Source: an optimization exercise on an open RTL-to-GDS flow (aim: small area and a short achievable clock period). Production flows keep margins and buffers that such runs may drop. In this exercise RTL edits were held to simulation tests only and were not proved equivalent to the original. Power figures rest on the tool's default switching activity, not on a simulated workload.

File: design/flow/run.sh
#!/bin/bash
# synth_recipe.tcl (not shown) runs the flow's synth.tcl, then flattens the netlist and writes it again
# the make line also repeats each setting of config.mk as NAME=value (left out here)
make -C /OpenROAD-flow-scripts/flow DESIGN_CONFIG=/design/flow/config.mk WORK_HOME=/design/flow/orfs CLKGATE_MAP_FILE= SYNTH_SCRIPT=/design/flow/synth_recipe.tcl finish
File: design/flow/config.mk
export PLATFORM = sky130hd
export DESIGN_NAME = robTop
export DESIGN_NICKNAME = robTop
export VERILOG_FILES = /design/flow/design.v
export SDC_FILE = /design/flow/constraint.sdc
export NUM_CORES = 4
export LEC_CHECK = 0
export CAP_MARGIN = 20
export CORE_MARGIN = 2
export CORE_UTILIZATION = 40
export SETUP_SLACK_MARGIN = 3.0
export SLEW_MARGIN = 20
File: design/flow/constraint.sdc
create_clock -name core_clock -period 6.5 [get_ports {Clk}]
set_input_delay 1.3000 -clock core_clock [delete_from_list [all_inputs] [get_ports {Clk}]]
set_output_delay 1.3000 -clock core_clock [all_outputs]
set_load 0.01 [all_outputs]
File: design/flow/design.v
package robEntryPkg;
    typedef logic [4-1:0]   robIdxT;
    typedef logic [32-1:0]        pcT;
    typedef logic [5-1:0]  archRegT;
    typedef logic [6-1:0]  physRegT;
    typedef logic [7-1:0] trapCodeT;
    typedef logic [3-1:0]   bufIdxT;
    typedef enum logic [1:0] {
        opAlu     = 2'b00,
        opLoad    = 2'b01,
        opStore   = 2'b10,
        opSyscall = 2'b11
    } microOpE;
    typedef struct packed {
        logic     valid;
        logic     done;
        microOpE  op;
        logic     rdValid;
        archRegT  archRd;
        physRegT  physRd;
        pcT       pc;
        logic     trap;
        trapCodeT trapCode;
        pcT       faultAddr;
        bufIdxT   bufIdx;
    } robEntryT;
endpackage
package robCtrlPkg;
    typedef enum logic {
        stateRun      = 1'b0,
        stateTrapHold = 1'b1
    } retireStateE;
    typedef logic [1:0] retireCountT;
    typedef logic [4:0] occupancyT;
endpackage
`timescale 1ns/1ps
module robTop (
    input  logic                   Clk,
    input  logic                   arstN,
    input  logic                   stall,
    input  logic                   flush,
    input  logic                   extInterrupt,
    input  logic                   dispatchValid0,
    input  robEntryPkg::pcT        dispatchPc0,
    input  robEntryPkg::microOpE   dispatchOp0,
    input  logic                   dispatchRdValid0,
    input  robEntryPkg::archRegT   dispatchArchRd0,
    input  robEntryPkg::physRegT   dispatchPhysRd0,
    input  logic                   dispatchValid1,
    input  robEntryPkg::pcT        dispatchPc1,
    input  robEntryPkg::microOpE   dispatchOp1,
    input  logic                   dispatchRdValid1,
    input  robEntryPkg::archRegT   dispatchArchRd1,
    input  robEntryPkg::physRegT   dispatchPhysRd1,
    output robEntryPkg::robIdxT    allocIdx0,
    output robEntryPkg::robIdxT    allocIdx1,
    output logic                   robFull,
    input  logic                   aluDone0,
    input  logic                   aluDone1,
    input  robEntryPkg::robIdxT    aluDoneIdx0,
    input  robEntryPkg::robIdxT    aluDoneIdx1,
    input  logic                   memDone,
    input  robEntryPkg::robIdxT    memDoneIdx,
    input  logic                   memTrap,
    input  robEntryPkg::trapCodeT  memTrapCode,
    input  robEntryPkg::pcT        memFaultAddr,
    input  robEntryPkg::bufIdxT    memBufIdx,
    input  robEntryPkg::robIdxT    pcReadIdx,
    output robEntryPkg::pcT        pcReadData,
    output logic                   commitMap0,
    output logic                   commitMap1,
    output robEntryPkg::archRegT   commitArchRd0,
    output robEntryPkg::archRegT   commitArchRd1,
    output robEntryPkg::physRegT   commitPhysRd0,
    output robEntryPkg::physRegT   commitPhysRd1,
    output logic                   memRetire,
    output logic                   memRetireStore,
    output robEntryPkg::bufIdxT    memRetireBufIdx,
    output logic                   trapValid,
    output robEntryPkg::pcT        trapPc,
    output robEntryPkg::pcT        trapAddr,
    output robEntryPkg::trapCodeT  trapCode
);
    localparam int PW = 32;
    localparam int FW = 2 + 1 + 5 + 6;
    logic [3:0] headIdx, tailIdx;
    logic [4:0] occupancy;
    logic       trapHold;
    logic [1:0] retireCount;
    logic [1:0] allocCount;
    logic       trapTaken;
    logic       allocWrite0, allocWrite1;
    logic       active;
    assign active      = !stall && !flush;
    assign robFull     = occupancy[4] || (occupancy[3:0] == 4'd15);
    assign allocWrite0 = dispatchValid0 && !robFull && active;
    assign allocWrite1 = allocWrite0 && dispatchValid1;
    assign allocCount  = {allocWrite1, allocWrite0 && !allocWrite1};
    assign allocIdx0 = tailIdx;
    assign allocIdx1 = tailIdx + 4'd1;
    always_ff @(posedge Clk or negedge arstN) begin
        if (!arstN) begin
            headIdx   <= '0;
            tailIdx   <= '0;
            occupancy <= '0;
            trapHold  <= 1'b0;
        end else if (flush) begin
            headIdx   <= '0;
            tailIdx   <= '0;
            occupancy <= '0;
            trapHold  <= 1'b0;
        end else if (!stall) begin
            headIdx   <= headIdx + {2'b0, retireCount};
            tailIdx   <= tailIdx + {2'b0, allocCount};
            occupancy <= occupancy + {3'b0, allocCount} - {3'b0, retireCount};
            if (trapTaken) trapHold <= 1'b1;
        end
    end
    logic [FW-1:0] entF  [2][8];
    logic [PW-1:0] entPc [2][8];
    logic [2:0]    entBuf[2][8];
    logic [15:0]   entryDone;
    logic [FW-1:0] wrF  [2];
    logic [PW-1:0] wrPc [2];
    logic [1:0]    bankWe;
    logic [2:0]    bankRow [2];
    logic [FW-1:0] d0F, d1F;
    assign d0F = {dispatchOp0, dispatchRdValid0, dispatchArchRd0, dispatchPhysRd0};
    assign d1F = {dispatchOp1, dispatchRdValid1, dispatchArchRd1, dispatchPhysRd1};
    always_comb begin
        for (int b = 0; b < 2; b++) begin
            if (tailIdx[0] == b[0]) begin
                wrF[b]     = d0F;
                wrPc[b]    = dispatchPc0;
                bankWe[b]  = allocWrite0;
                bankRow[b] = tailIdx[3:1];
            end else begin
                wrF[b]     = d1F;
                wrPc[b]    = dispatchPc1;
                bankWe[b]  = allocWrite1;
                bankRow[b] = tailIdx[3:1] + {2'b0, tailIdx[0]};
            end
        end
    end
    always_ff @(posedge Clk) begin
        for (int b = 0; b < 2; b++) begin
            for (int r = 0; r < 8; r++) begin
                if (bankWe[b] && bankRow[b] == r[2:0]) begin
                    entF[b][r]  <= wrF[b];
                    entPc[b][r] <= wrPc[b];
                end
                if (active && memDone && memDoneIdx == {r[2:0], b[0]}) begin
                    entBuf[b][r] <= memBufIdx;
                end
            end
        end
    end
    always_ff @(posedge Clk) begin
        for (int i = 0; i < 16; i++) begin
            if ((allocWrite0 && tailIdx == i[3:0]) || (allocWrite1 && allocIdx1 == i[3:0])) begin
                entryDone[i] <= 1'b0;
            end else if (active && ((aluDone0 && aluDoneIdx0 == i[3:0]) ||
                                    (aluDone1 && aluDoneIdx1 == i[3:0]) ||
                                    (memDone  && memDoneIdx  == i[3:0]))) begin
                entryDone[i] <= 1'b1;
            end
        end
    end
    logic                        faultValid;
    logic [3:0]                  faultIdx;
    logic [7-1:0]     faultCode;
    logic [PW-1:0]               faultAddr;
    logic                        faultNew;
    logic [3:0]                  newAge, oldAge;
    assign newAge   = memDoneIdx - headIdx;
    assign oldAge   = faultIdx - headIdx;
    assign faultNew = active && memDone && memTrap && (!faultValid || newAge < oldAge);
    always_ff @(posedge Clk or negedge arstN) begin
        if (!arstN) begin
            faultValid <= 1'b0;
        end else if (flush) begin
            faultValid <= 1'b0;
        end else if (faultNew) begin
            faultValid <= 1'b1;
        end
    end
    always_ff @(posedge Clk) begin
        if (faultNew) begin
            faultIdx  <= memDoneIdx;
            faultCode <= memTrapCode;
            faultAddr <= memFaultAddr;
        end
    end
    logic [3:0]    head1Idx;
    logic [2:0]    rowOdd, rowEven;
    logic [FW-1:0] bankF  [2];
    logic [2:0]    bankBuf[2];
    logic [FW-1:0] h0F, h1F;
    logic [2:0]    h0Buf, h1Buf;
    logic          h0Done, h1Done;
    assign head1Idx = headIdx + 4'd1;
    assign rowOdd   = headIdx[3:1];
    assign rowEven  = head1Idx[3:1];    
    assign bankF[0]   = entF[0][rowEven];
    assign bankF[1]   = entF[1][rowOdd];
    assign bankBuf[0] = entBuf[0][rowEven];
    assign bankBuf[1] = entBuf[1][rowOdd];
    assign h0F   = headIdx[0] ? bankF[1]   : bankF[0];
    assign h1F   = headIdx[0] ? bankF[0]   : bankF[1];
    assign h0Buf = headIdx[0] ? bankBuf[1] : bankBuf[0];
    assign h1Buf = headIdx[0] ? bankBuf[0] : bankBuf[1];
    assign h0Done = entryDone[headIdx];
    assign h1Done = entryDone[head1Idx];
    assign trapPc     = entPc[headIdx[0]][headIdx[3:1]];
    assign pcReadData = entPc[pcReadIdx[0]][pcReadIdx[3:1]];
    logic [1:0] h0Op, h1Op;
    logic       h0Rdv, h1Rdv;
    logic       h0Valid, h1Valid;
    logic       h0Trap, h1Trap;
    logic       h0Mem, h1Mem;
    logic       retireEnable, h0Ready;
    logic       interruptTake, faultTake, syscallTake;
    logic       retire0, retire1;
    assign h0Op  = h0F[FW-1 -: 2];
    assign h1Op  = h1F[FW-1 -: 2];
    assign h0Rdv = h0F[FW-3];
    assign h1Rdv = h1F[FW-3];
    assign h0Valid = occupancy != 5'd0;
    assign h1Valid = occupancy[4:1] != 4'd0;
    assign h0Trap  = faultValid && (faultIdx == headIdx);
    assign h1Trap  = faultValid && (faultIdx == head1Idx);
    assign h0Mem   = h0Op[0] ^ h0Op[1];
    assign h1Mem   = h1Op[0] ^ h1Op[1];
    assign retireEnable  = active && !trapHold;
    assign h0Ready       = retireEnable && h0Valid && h0Done;
    assign interruptTake = retireEnable && extInterrupt && h0Valid;
    assign faultTake     = h0Ready && !extInterrupt && h0Trap;
    assign syscallTake   = h0Ready && !extInterrupt && !h0Trap && (h0Op == 2'd3);
    assign trapTaken     = interruptTake || faultTake || syscallTake;
    assign retire0 = h0Ready && !extInterrupt && !h0Trap && (h0Op != 2'd3);
    assign retire1 = retire0 && h1Valid && h1Done && !h1Trap && (h1Op != 2'd3) && !(h0Mem && h1Mem);
    assign retireCount = {retire1, retire0 && !retire1};
    assign commitMap0    = retire0 && h0Rdv;
    assign commitMap1    = retire1 && h1Rdv;
    assign commitArchRd0 = h0F[5+6-1 -: 5];
    assign commitArchRd1 = h1F[5+6-1 -: 5];
    assign commitPhysRd0 = h0F[6-1:0];
    assign commitPhysRd1 = h1F[6-1:0];
    assign memRetire       = (retire0 && h0Mem) || (retire1 && h1Mem);
    assign memRetireStore  = h0Mem ? h0Op[1] : h1Op[1];
    assign memRetireBufIdx = h0Mem ? h0Buf : h1Buf;
    assign trapValid = trapTaken;
    assign trapCode  = extInterrupt ? 7'(0) :
                       h0Trap       ? faultCode : 7'(10);
    assign trapAddr  = (!extInterrupt && h0Trap) ? faultAddr : '0;
endmodule
==> reports/results.txt, run 1 <==
Row count: 114
Synth warn: 9
Cell type with the largest total area after synthesis: edfxtp_1
Clk sink count: 858
Reg2reg end: occupancy[4]$_DFFE_PN0P_
Post-Synthesis Cells: 2841
TritonRoute pass-1 iters: 7
Detail Route Antenna Nets: 0
Post-synth EDFFs: 827
Mux contribution to synthesized area: 7.03%
#FFs+latches synth: 858
Vias in the first global route: 30600
Reg2Reg Setup Slack: 1.40 ns
DRC Markers: 0
Synth Net Count: 3036
Compound-cell area share of the yosys netlist: 16.0%
Total die area: 100000 sq um
Tot GR Track Use: 32.5%
Hold path cells: 2
DP Area: 45100 sq um
Startpoint types: flip-flop
Pwr Density: 236 nW/um^2
Synth top area share: 63.5%
Drt wl/cell: 35.3 um
R2R depth: 23
Vias: 33000
Largest cells by area after synthesis: edfxtp_1 (64%), a22oi_1 (4.3%), mux2_2 (4.1%)
Die Y: 317 um
Synth async-reset ratio: 1.75%
Status: finished clean
CP max FO: 6
Global-route wire length before repair: 229 mm
Max Used Layer: met5
Worst Slack Setup Final: 1.21 ns
Worst slew pin tran: 0.960 ns
Via-per-instance ratio: 6.72
Post-route cell area: 53700 sq um
Inserted Clock Buffers: 91
Post-synthesis xor/xnor area fraction: 0.535%
CTS Hold Buffers Added: 0
Final hold vios: 0
Final cycle utilization of the critical path: 81.3%
Peak supply drop: 0.238 mV
Clk_skew: 0.0217 ns
Wire length on met3: 23.8 mm
Area delta synth->final: 37.4%
Seq/Total Area, Yosys: 65.3%
Synth Area in Adders: 1.20%
Max-cap viol count: 0
Largest net degree at the start of global routing: 58
Average cell area after synthesis: 13.8 sq um
# H-tree levels: 3
Die width: 317 um
RSZ-0062 raised after global routing: true
Boundary Pins: 303
Simple-gate share of the synthesized area: 7.38%
Achievable Freq: 189 MHz
Crit Path Category: flip-flop to primary output
HP Start: trapHold$_DFFE_PN0P_
Initial Utilization: 40.4%
Synthesized area: 39100 sq um
Initial DRC Count: 5896
Worst Path Arrival: 3.99 ns
Buffers on Ports: 302
Initial antenna violation count: 4
Synth top cells by count: edfxtp_1 (827), a22oi_1 (223), nor2_1 (207)
Fillers: 7785
Worst Path Required: 5.20 ns
GP Congestion: 0.990
Ys flop type: edfxtp_1
Root buf cell: clkbuf_16
Yosys cell types: 77
Core area: 96700 sq um
Setup total negative slack: 0 ns
Worst min path class: flip-flop to flip-flop
LEAKAGE: 18.5 nW
Final min period: 5.29 ns
Largest family of logic cells by synthesized area: compound AO/OA/AOI/OAI gates
Final #Nets: 3757
Final Max Tran Viols: 0
Place WS: 0.680 ns
Post-DP HPWL: 101 mm
Max-slew headroom: 35.8%
Final WL: 173 mm
CTS tree: done
Reg2reg start: headIdx[1]$_DFFE_PN0P_
Met1 Wirelength: 63.3 mm
Top-count cell post-synth: edfxtp_1
Met2 wire len: 75.5 mm
Max clock buf depth: 3
Clk slew on worst S/H paths: 0.06 ns
Final setup viols: 0
Share of cells above drive strength 1: 35.2%
Insertion delay to the later sink of the worst-skew pair: 0.68 ns
Hold Path End: trapHold$_DFFE_PN0P_
Global route total overflow: 0
Crit. End Element: primary output
[cell families (layout without fill, tap and decap cells)]
kind of cell,count (synthesis),count (layout)
AOI/OAI and AO/OA,850,850
xor gates and xnor gates,23,23
adders and majority gates,34,34
buffers and inverters,235,1025
DFF,858,858
muxes,236,236
other,0,6
and+or+nand+nor,605,606
[report_power, final]
| group | internal (mW) | leakage [nW] | switching [mW] | total (mW) |
|---|---|---|---|---|
| registers | 6.14 | 7.77 | 0.0480 | 6.19 |
| logic | 0.474 | 9.27 | 0.634 | 1.11 |
| clock network | 3.13 | 1.46 | 2.22 | 5.35 |
| total | 9.75 | 18.5 | 2.90 | 12.6 |
[stage by stage]
| stage | hold slack (ns) | total power, mW | utilization (%) | instances |
|---|---|---|---|---|
| global placement | 0.520 | 7.23 | 46.6 | 4380 |
| detailed placement | 0.522 | 7.24 | 46.6 | 4381 |
| global route | 0.576 | 12.9 | 55.5 | 4909 |
| finish | 0.534 | 12.6 | 55.5 | 4914 |
| CTS | 0.531 | 12.5 | 52.0 | 4667 |
| floorplan | 0.505 | 6.75 | - | 2841 |
[what timing repair did]
action | 4_1_cts | 5_1_grt
endpoints found under the setup margin | 689 | 906
setup buffers | 114 | 228
cloned | 9 | 13
resized for setup | 291 | 596
pin swaps | 55 | 176
[worst max-delay path, stage by stage (launching register included)]
cell      delay [ns]
dfrtp_4         0.52
ha_4            0.21
and2_4          0.19
a21oi_4         0.20
mux2i_4         0.13
a32o_2          0.31
a211oi_4        0.28
o31ai_4         0.12
ha_4            0.28
a221oi_2        0.26
o31ai_1         0.12
a21o_1          0.20
nor2_1          0.10
o2111a_1        0.24
buf_2           0.15
[cell usage in the layout (no fill, tap or decap), drive strengths merged, types with 18 or more instances in the layout]
master	instances
a22oi	223
buf	568
clkinv	36
xnor2	18
inv	44
o22a	18
nand2b	25
nand3	57
o21ai	84
a211oi	22
a21oi	135
dlymetal6s2s	22
clkbuf	163
nand2	129
ha	28
and3	23
edfxtp	827
and2	43
nand4	23
o22ai	27
a22o	45
a32o	18
a222oi	36
nor3	42
mux2	144
clkdlybuf4s50	165
nor2	210
a221oi	79
mux2i	76
a31oi	23
[sequential cells by signal, indices dropped and copies added (netlist names)]
register	count
entF	224
faultCode	7
entPc	512
headIdx	4
faultValid	1
occupancy	5
tailIdx	4
faultIdx	4
entBuf	48
trapHold	1
entryDone	16
faultAddr	32
[per-layer routing]
metal	up-vias	GRT usage, %
met3	722	8.71
met2	3039	49.0
met4	2	16.4
met1	16300	43.2
met5	-	0
li1	13000	-
[worst max-delay path by stage]
stage / start / endpoint / slack, ns / cells past startpoint
finish: headIdx[1]$_DFFE_PN0P_ / commitMap1 / 1.21 / 14
CTS: headIdx[1]$_DFFE_PN0P_ / commitMap1 / 1.27 / 15
global route: headIdx[1]$_DFFE_PN0P_ / commitMap1 / 1.06 / 14
global placement: headIdx[1]$_DFFE_PN0P_ / memRetireBufIdx[1] / 0.79 / 14
floorplan: headIdx[1]$_DFFE_PN0P_ / occupancy[4]$_DFFE_PN0P_ / 1.93 / 22
detailed placement: headIdx[1]$_DFFE_PN0P_ / memRetireBufIdx[1] / 0.68 / 14
[layout make-up]
class	count	area [sq um]	share of cell area, %
multi-input cells	1749	14800	27.6
clock inverters	56	639	1.19
flip-flops and latches	858	25600	47.6
diodes	6	15.0	0.0280
clock buffers	107	2380	4.43
inverters	44	179	0.333
repair buffers	818	8500	15.8
well taps	1276	1600	2.97
==> run 2, diff against run 1 <==
--- a/design/flow/config.mk
+++ b/design/flow/config.mk
@@ -8,5 +8,4 @@
 export CAP_MARGIN = 20
 export CORE_MARGIN = 2
 export CORE_UTILIZATION = 40
-export SETUP_SLACK_MARGIN = 3.0
 export SLEW_MARGIN = 20
==> run 2 against run 1 <==
Compared with the run above: still clean; worst hold slack improved by 0.0031 ns; setup slack got worse by 0.92 ns; sequential power barely moved; area after synthesis did not move; clock-buffer cell count fell by 10; register-to-register slack got worse by 0.50 ns; total power fell by 0.96%; first-iteration DRC count fell by 9.5%; via count fell by 7.0%; critical endpoint is now memRetire.
==> reports/results.txt, run 2 <==
Initial antenna violation count: 4 (unchanged)
Crit path buf inv count: 3 (was 1)
Drt wl/cell: 35.0 um (was 35.3 um)
Post-synth EDFFs: 827 (unchanged)
Post-Synthesis Cells: 2841 (unchanged)
Most common cell after layout, fill and taps aside: edfxtp_1 (unchanged)
Average cell area after synthesis: 13.8 sq um (unchanged)
Synth top cells by count: edfxtp_1 (827), a22oi_1 (223), nor2_1 (207) (unchanged)
Post-synthesis xor/xnor area fraction: 0.535% (unchanged)
Vias: 30700 (was 33000)
Reg with most FFs: entPc (unchanged)
Synth Net Count: 3036 (unchanged)
Combinational Power Share: 7.6% (was 8.8%)
Largest net degree at the start of global routing: 75 (was 58)
Pwr Density: 263 nW/um^2 (was 236 nW/um^2)
GP Congestion: 0.962 (was 0.990)
Crit Path Category: flip-flop to primary output (unchanged)
Peak supply drop: 0.190 mV (was 0.238 mV)
Number of flip-flops in the largest register: 512 (unchanged)
Startpoint types: flip-flop (unchanged)
Setup total negative slack: 0 ns (unchanged)
Max-slew headroom: 17.5% (was 35.8%)
Clk_skew: 0.0487 ns (was 0.0217 ns)
Final hold vios: 0 (unchanged)
Achievable Freq: 161 MHz (was 189 MHz)
CP peak stage delay: 0.57 ns (was 0.52 ns)
Vias in the first global route: 29900 (was 30600)
Worst Path Required: 5.20 ns (about the same)
Final Max Tran Viols: 0 (unchanged)
Final WL: 159 mm (was 173 mm)
Tot GR Track Use: 31.1% (was 32.5%)
Reg2reg start: headIdx[0]$_DFFE_PN0P_ (was headIdx[1]$_DFFE_PN0P_)
Status: finished clean (unchanged)
Switching power: 2.89 mW (was 2.90 mW)
Compound-cell area share of the yosys netlist: 16.0% (unchanged)
Place WS: 0.581 ns (was 0.680 ns)
Buffers on Ports: 302 (unchanged)
Inserted Clock Buffers: 90 (was 91)
Synth warn: 9 (unchanged)
Insertion delay to the later sink of the worst-skew pair: 0.71 ns (was 0.68 ns)
Largest family of logic cells by synthesized area: compound AO/OA/AOI/OAI gates (unchanged)
Synthesized area: 39100 sq um (unchanged)
TritonRoute pass-1 iters: 7 (unchanged)
Simple-gate share of the synthesized area: 7.38% (unchanged)
Final min period: 6.20 ns (was 5.29 ns)
Die width: 317 um (unchanged)
Fillers: 8255 (was 7785)
Max-cap viol count: 0 (unchanged)
Mux contribution to synthesized area: 7.03% (unchanged)
Net Sw Frac: 23.0% (about the same)
Top-count cell post-synth: edfxtp_1 (unchanged)
Boundary Pins: 303 (unchanged)
Share of cells above drive strength 1: 16.5% (was 35.2%)
Seq pwr share: 49.4% (was 48.9%)
Int Pwr: 9.64 mW (was 9.75 mW)
Largest cells by area after synthesis: edfxtp_1 (64%), a22oi_1 (4.3%), mux2_2 (4.1%) (unchanged)
Worst Path Arrival: 4.90 ns (was 3.99 ns)
#FFs+latches synth: 858 (unchanged)
Total die area: 100000 sq um (unchanged)
Clock share of power: 43.1% (was 42.3%)
DRC Markers: 0 (unchanged)
Reg2Reg Setup Slack: 0.90 ns (was 1.40 ns)
Clk slew on worst S/H paths: 0.06 ns (about the same)
Final #Nets: 3400 (was 3757)
CTS Hold Buffers Added: 0 (unchanged)
Row count: 114 (unchanged)
Max clock buf depth: 3 (unchanged)
Ys flop type: edfxtp_1 (unchanged)
Root buf cell: clkbuf_16 (unchanged)
Synth Area in Adders: 1.20% (unchanged)
Clk sink count: 858 (unchanged)
LEAKAGE: 15.4 nW (was 18.5 nW)
Detail Route Antenna Nets: 0 (unchanged)
Global-route wire length before repair: 221 mm (was 229 mm)
Final cycle utilization of the critical path: 95.5% (was 81.3%)
Critical path launch point: headIdx[0]$_DFFE_PN0P_ (was headIdx[1]$_DFFE_PN0P_)
Most frequent cells in the layout: edfxtp_1 (827), clkdlybuf4s50_1 (298), a22oi_1 (223) (was edfxtp_1 (827), buf_4 (321), a22oi_1 (176))
RSZ-0062 raised after global routing: false (was true)
Largest registers: entPc: 512 flops, entF: 224 flops, entBuf: 48 flops (unchanged)
Worst min path class: flip-flop to flip-flop (unchanged)
Core area: 96700 sq um (unchanged)
Via-per-instance ratio: 6.74 (was 6.72)
Hold slack: 0.537 ns (was 0.534 ns)
Initial DRC Count: 5334 (was 5896)
Initial Utilization: 40.4% (unchanged)
Slowest stage cell, crit path: clkdlybuf4s50_1 (was dfrtp_4)
Delay-heaviest family, CP: compound AO/OA/AOI/OAI gates (unchanged)
Crit. End Element: primary output (unchanged)
Synth async-reset ratio: 1.75% (unchanged)
Synth top area share: 63.5% (unchanged)
Die Y: 317 um (unchanged)
HP Start: trapHold$_DFFE_PN0P_ (unchanged)
Worst Slack Setup Final: 0.295 ns (was 1.21 ns)
Final setup viols: 0 (unchanged)
Post-DP HPWL: 98.6 mm (was 101 mm)
Yosys cell types: 77 (unchanged)
Cell type with the largest total area after synthesis: edfxtp_1 (unchanged)
Area delta synth->final: 21.9% (was 37.4%)
Global route total overflow: 0 (unchanged)
CP max FO: 25 (was 6)
Worst slew pin tran: 1.24 ns (was 0.960 ns)
Seq/Total Area, Yosys: 65.3% (unchanged)
CTS tree: done (unchanged)
# H-tree levels: 3 (unchanged)
Crit path cell chain: ha_1 > buf_4 > xnor2_2 > buf_4 > nor2_1 > a22oi_1 > a31o_2 > o31ai_1 > ha_1 > a221oi_1 > o31ai_1 > a21o_1 > nor3b_1 > o21a_1 > clkdlybuf4s50_1 (was ha_4 > and2_4 > a21oi_4 > mux2i_4 > a32o_2 > a211oi_4 > o31ai_4 > ha_4 > a221oi_2 > o31ai_1 > a21o_1 > nor2_1 > o2111a_1 > buf_2)
==> run 2: cell counts after synthesis <==
No cell type changed its count.
==> run 2: routing by layer <==
| metal | global-route usage [%] | part of all wire, % |
|---|---|---|
| met2 | 46.9 | 44 |
| met5 | 0 | 0.0088 |
| met3 | 9.27 | 14 |
| met1 | 41.1 | 37 |
| met4 | 15.1 | 5.6 |
==> run 2: cell families (layout without fill, tap and decap cells) <==
group	count (synthesis)	after routing
XOR/XNOR	23	23
AO/OA/AOI/OAI	850	850
flip-flops	858	858
AND/OR/NAND/NOR	605	605
adder cells (fa/ha/maj)	34	34
multiplexers	236	236
buffers and inverters	235	669
other	0	6
==> run 2: worst paths after layout <==
kind	end	cells past startpoint
min in group asynchronous	headIdx[2]$_DFFE_PN0P_	1
min	trapHold$_DFFE_PN0P_	2
max reg2reg	occupancy[4]$_DFFE_PN0P_	22
min reg2reg	trapHold$_DFFE_PN0P_	2
max	memRetire	15
max in group asynchronous	tailIdx[0]$_DFFE_PN0P_	1
==> run 2: metrics by stage <==
stage,utilization (%),instance area (sq um),std cells,total power [mW]
floorplan,-,39100,2841,6.71
CTS,49.2,47600,4546,12.5
finish,49.3,47600,4557,12.5
global placement,46.0,44500,4384,7.21
detailed placement,46.0,44500,4384,7.22
global route,49.2,47600,4551,12.8
==> run 2: final cells by class <==
cell class                      count  area [sq um]  share of cell area [%]
Multi-Input combinational cell   1748         12800                    26.9
Inverter                           44           165                   0.347
Timing Repair Buffer              463          4420                    9.27
Clock inverter                     65           788                    1.65
Tap cell                         1276          1600                    3.35
Antenna cell                        6          15.0                  0.0315
Clock buffer                       97          2280                    4.78
Sequential cell                   858         25500                    53.6
==> run 2: timing repair <==
action | 4_1_cts | 5_1_grt
setup buffers | 0 | 5
pin swaps | 0 | 1
gates resized for setup | 1 | 7
setup endpoints to repair | 1 | 2
==> run 2: worst reg2reg max path: stages, from the launching register on <==
cell,delay [ns]
dfrtp_4,0.55
ha_1,0.25
buf_4,0.21
xnor2_2,0.15
buf_4,0.26
nor2_1,0.25
a22oi_1,0.10
a31o_2,0.29
o31ai_1,0.24
ha_1,0.31
a221oi_1,0.27
o31ai_1,0.11
a21o_1,0.22
or2_1,0.27
nor2_1,0.34
fa_1,0.53
fa_1,0.43
inv_1,0.08
a21oi_1,0.06
o21bai_1,0.15
xnor2_1,0.14
nor2_1,0.06
a211oi_1,0.20
==> run 2: power groups by stage <==
stage               sequential [mW]  clock, mW  combinational [mW]
floorplan                      6.28          0               0.433
global placement               6.30          0               0.908
detailed placement             6.30          0               0.916
CTS                            6.18       5.43               0.922
global route                   6.19       5.66               0.985
finish                         6.19       5.39               0.947

## afterwards: timing with drivers on the ports
How much do the figures lean on ideal ports? The routed layouts below were timed once more, with nothing changed but the port constraints. Step 1 sets driving cells, clkbuf_16 on the clock port and buf_2 on the other inputs (assumed; they add their load-dependent delay and slew). Step 2 times the ports against the registers' clock, not the clock port: input delays grow and output delays shrink by t, the midpoint of the rising clock arrivals with the driver on. Slacks: ideal ports / drivers / drivers and shift; pairs: ideal ports / drivers.
run | shift t [ns] | slack for setup (ns) | worst hold slack (ns) | worst setup path at the end | worst slew at a driven data input, ns
run 1 | 0.736 | 1.214 / 1.146 / 1.325 | 0.534 / 0.534 / 0.534 | input to register | 0.22
run 2 | 0.744 | 0.295 / 0.230 / 0.536 | 0.537 / 0.537 / 0.537 | input to output | 0.12
After both steps setup and hold are still met in every run listed.
